Source: an optimization exercise on an open RTL-to-GDS flow (aim: small area, a short achievable clock period and few clock cycles). Production flows keep margins and buffers that such runs may drop. At most, simulation tests tie the RTL to the original design; equivalence was not proved. Power is estimated from default activity; no workload was simulated.

==> flow/design.v (excerpt) <==
module cpu_lite_top (
    input  wire        clk_i,
    input  wire        reset,
    input  wire        host_valid_i,
    input  wire [7:0]  host_byte_i,
    input  wire [4:0]  reg_sel_i,
    input  wire [1:0]  byte_sel_i,
    output wire [7:0]  value_o,
    output wire        is_positive_o,
    output wire        done_o
);
    logic        loading_q;    
    logic        done_q;
    logic [1:0]  phase_q;      
    logic [4:0]  count_q;      
    logic        kept_q;       
    logic        wrote_q;      
    logic        is_r_q;       
    logic        is_i_q;       
    logic        rd0_q;        
    logic [7:0]  b1_q;         
    logic [3:0]  b2_q;         
    logic [31:0] a_q;          
    wire start_seen = host_valid_i & ~loading_q & ~done_q & (host_byte_i == 8'hFE);
    wire end_seen   = host_valid_i & loading_q & (phase_q == 2'd0) & (host_byte_i == 8'hFF);
    wire data_stb   = host_valid_i & loading_q & ~end_seen;
    wire last_byte  = data_stb & (phase_q == 2'd3);
    wire kept       = ~count_q[4];
    wire [4:0] rd = {b1_q[3:0], rd0_q};
    logic [31:0] rdata;
    logic [31:0] result;
  ...
For scale: roughly 2,300 cells after synthesis, roughly 670 flip-flops, ~28 I/O pins, roughly 31,000 sq um of cells after synthesis.
Settings: LEC_CHECK=0, CAP_MARGIN=20, CORE_MARGIN=2, CORE_UTILIZATION=50, CTS_BUF_LIST=sky130_fd_sc_hd__clkbuf_8, PLACE_DENSITY=0.6, SETUP_SLACK_MARGIN=5, SLEW_MARGIN=20; clock period 14.0 ns.
run.sh (not shown) runs the stock make flow with config.mk's settings and CLKGATE_MAP_FILE= SYNTH_SCRIPT=/design/flow/synth_recipe.tcl, a recipe that flattens the netlist after the stock synthesis.
The baseline finished with timing, DRC and antenna clean.
Rerun with:
- CORE_UTILIZATION: 50 -> 25
- CTS_BUF_LIST: sky130_fd_sc_hd__clkbuf_8 -> unset
- PLACE_DENSITY: 0.6 -> 0.35
What happened: Flip-flop and latch count stays the same; register-to-register slack improves by 20 ps; sequential share of layout area came out lower by 1.3 points.
Rerun with:
- CORE_UTILIZATION: 25 -> 50
- CTS_BUF_LIST: unset -> sky130_fd_sc_hd__clkbuf_8
- CTS_CLUSTER_DIAMETER: unset -> 70
- CTS_CLUSTER_SIZE: unset -> 18
- PLACE_DENSITY: 0.35 -> 0.6
Fmax went up slightly.
Setup slack is better by 45 ps.
Die area went down by well over a third.
Via count went up slightly.
Synthesized cell count stays the same.
Global-route usage went up by 13 points.
Core utilization went up by 27 points.
Wire length went down by about a fifth.
Final cell count went down by about a fifth.
Function was not checked in any run of this note: the RTL went through the layout flow alone.

---

Another version of the RTL of cpu_lite_top (not shown whole).
For scale: roughly 2,500 cells after synthesis, about 29,000 um^2 of cells after synthesis.
export LEC_CHECK = 0
export CAP_MARGIN = 5
export CORE_MARGIN = 2
export CORE_UTILIZATION = 50
export CTS_BUF_LIST = sky130_fd_sc_hd__clkbuf_8
export CTS_CLUSTER_DIAMETER = 60
export CTS_CLUSTER_SIZE = 16
export PLACE_DENSITY = 0.6
export SETUP_SLACK_MARGIN = 5
export SLEW_MARGIN = 5
export SYNTH_HIERARCHICAL = 1
create_clock -name core_clock -period 14.0 [get_ports {clk_i}]
standard.sh (not shown) runs the stock make flow with config.mk's settings and CLKGATE_MAP_FILE= SYNTH_SCRIPT=/design/flow/synth_recipe.tcl, a recipe that flattens the netlist after the stock synthesis.
==> flow/flow/run.sh <==
#!/bin/bash
# Standard layout, with fast buffers on the ports.
set -euo pipefail
bash standard.sh "BUFFER_PORTS_ARGS=-buffer_cell sky130_fd_sc_hd__buf_4" finish > standard_make.log 2>&1
The first run produced a clean layout.
Testbench counts at the start, summed over its fixed seeds: cycles 11,399.
Then changed:
CAP_MARGIN = 20   (was 5)
SLEW_MARGIN = 20   (was 5)
The changed run passed the timing, DRC and antenna checks.
Setup slack got worse by 21 ps.
Critical path depth shrinks by 1.
Cell area is about the same.
Then changed:
==> flow/flow/run.sh (replaced) <==
#!/bin/bash
# Standard layout, with fast buffers on the ports, and non-critical gates downsized after
# global routing.
set -euo pipefail
bash standard.sh "BUFFER_PORTS_ARGS=-buffer_cell sky130_fd_sc_hd__buf_4" RECOVER_POWER=100 finish > standard_make.log 2>&1
With this change the flow finished but fails on capacitance limit, slew limit.
Sequential share of layout area grows by 0.59 points.
Clock power hardly moves.
Routed wire length barely changes.
Cell area came out lower by 1.4%.
Die area does not change.
Via count climbs by 0.81%.
Core utilization shrinks by 0.77 points.
Critical path depth climbs by 8.

---

== fjord ==
cpu_lite_top, a different RTL version from the one above (not shown whole).
Size: about 2500 cells after synthesis.
clock: 14.0 ns
lec_check: 0
cap_margin: 20
core_margin: 2
core_utilization: 50
cts_buf_list: sky130_fd_sc_hd__clkbuf_8
cts_cluster_diameter: 60
cts_cluster_size: 16
place_density: 0.6
setup_slack_margin: 5
slew_margin: 20
synth_hierarchical: 1
tns_end_percent: 1
==> flow/flow/run.sh <==
#!/bin/bash
# Standard layout, with fast buffers on the ports.
set -euo pipefail
bash standard.sh "BUFFER_PORTS_ARGS=-buffer_cell sky130_fd_sc_hd__buf_4" SETUP_SLACK_MARGIN=6 finish > standard_make.log 2>&1
Testbench counts of fjord, summed over its fixed seeds: cycles 11,399.
Relative to fjord, the following input files were edited for raven:
Settings: PLACE_DENSITY changed from 0.6 to 0.7; CORE_UTILIZATION changed from 50 to 60; TNS_END_PERCENT changed from 1 to 5.
--- outcome ---
Having completed the whole flow, raven delivered a layout that passed the timing, DRC and antenna checks.
fjord: no failed stages, no open violations at the end
When the final numbers for fjord and raven were put side by side, the via count turned out to be smaller in fjord.
Taking fjord over raven, the number of non-clock buffers ratio works out to 0.839.
raven — detailed route wirelength on metal3 about 40% higher, fjord as reference
Comparing fjord with raven, the power consumed by sequential cells came out essentially unchanged.
Share of total power in sequential cells up 1.0 points in raven wrt fjord
Compared to fjord, raven has headroom to the max-slew limit 5.5 points lower.
fjord fits on a die that is larger than the die of raven.
Delta (raven minus fjord): power after layout fell by 1.1%, routed wire length rose by about 2%, final hold slack stayed essentially flat.
Changes in harbor relative to raven:
Settings: PLACE_DENSITY changed from 0.7 to 0.6; TNS_END_PERCENT changed from 5 to 20; CORE_UTILIZATION changed from 60 to 50.
--- outcome ---
Measured against raven, the number of filler cells placed in the layout of harbor comes out at 1.3 times the reference value.
Compared with raven, harbor shows a lower fraction of power consumed by sequential logic.
The via count of the first global-routing pass of harbor exceeds that of raven by 1.2%.
For the relative contribution of the clock network to total power, harbor came in 0.8 points higher than raven did.

-- what the ideal ports hide --
No port has a modelled driver above. Below, the same layouts with a new extraction and two added sets of constraints. Step 1 (the two cells are an assumption about what drives the block):
set clk [get_ports {clk_i}]
set_driving_cell -lib_cell sky130_fd_sc_hd__clkbuf_16 $clk
set_driving_cell -lib_cell sky130_fd_sc_hd__buf_2 [delete_from_list [all_inputs] $clk]
Step 2, shift: input delay + t, output delay - t, t = (earliest + latest rising clock arrival at the registers) / 2. This alone moves slack from input paths to output paths. a / b / c = no drivers / after step 1 / after step 2; a / b = the first two.
run | t, ns | slack for setup (ns) | worst setup path at the end | worst register clock-pin slew, ns | worst data-port slew with drivers (ns)
the first run of note 1 | 0.786 | 5.065 / 5.025 / 4.504 | input to register | 0.08 / 0.08 | 0.05
the second run of note 1 | 0.742 | 5.010 / 4.973 / 4.538 | input to register | 0.07 / 0.07 | 0.06
the third run of note 1 | 0.746 | 5.055 / 5.030 / 4.484 | input to register | 0.12 / 0.12 | 0.04
the first run of note 2 | 0.740 | 5.052 / 5.032 / 4.574 | input to register | 0.11 / 0.11 | 0.03
the second run of note 2 | 0.740 | 5.031 / 5.011 / 4.611 | input to register | 0.11 / 0.11 | 0.03
the third run of note 2 | 0.740 | 2.769 / 2.769 / 2.056 | input to register | 0.11 / 0.11 | 0.03
fjord | 0.780 | 5.888 / 5.864 / 5.363 | input to register | 0.11 / 0.11 | 0.05
raven | 0.756 | 5.855 / 5.830 / 5.155 | input to register | 0.11 / 0.11 | 0.06
harbor | 0.777 | 5.970 / 5.948 / 5.425 | input to register | 0.11 / 0.11 | 0.05
For the third run of note 2, which loses most, drivers alone change the setup slack by 0.000 ns; drivers and shift together by -0.713 ns.
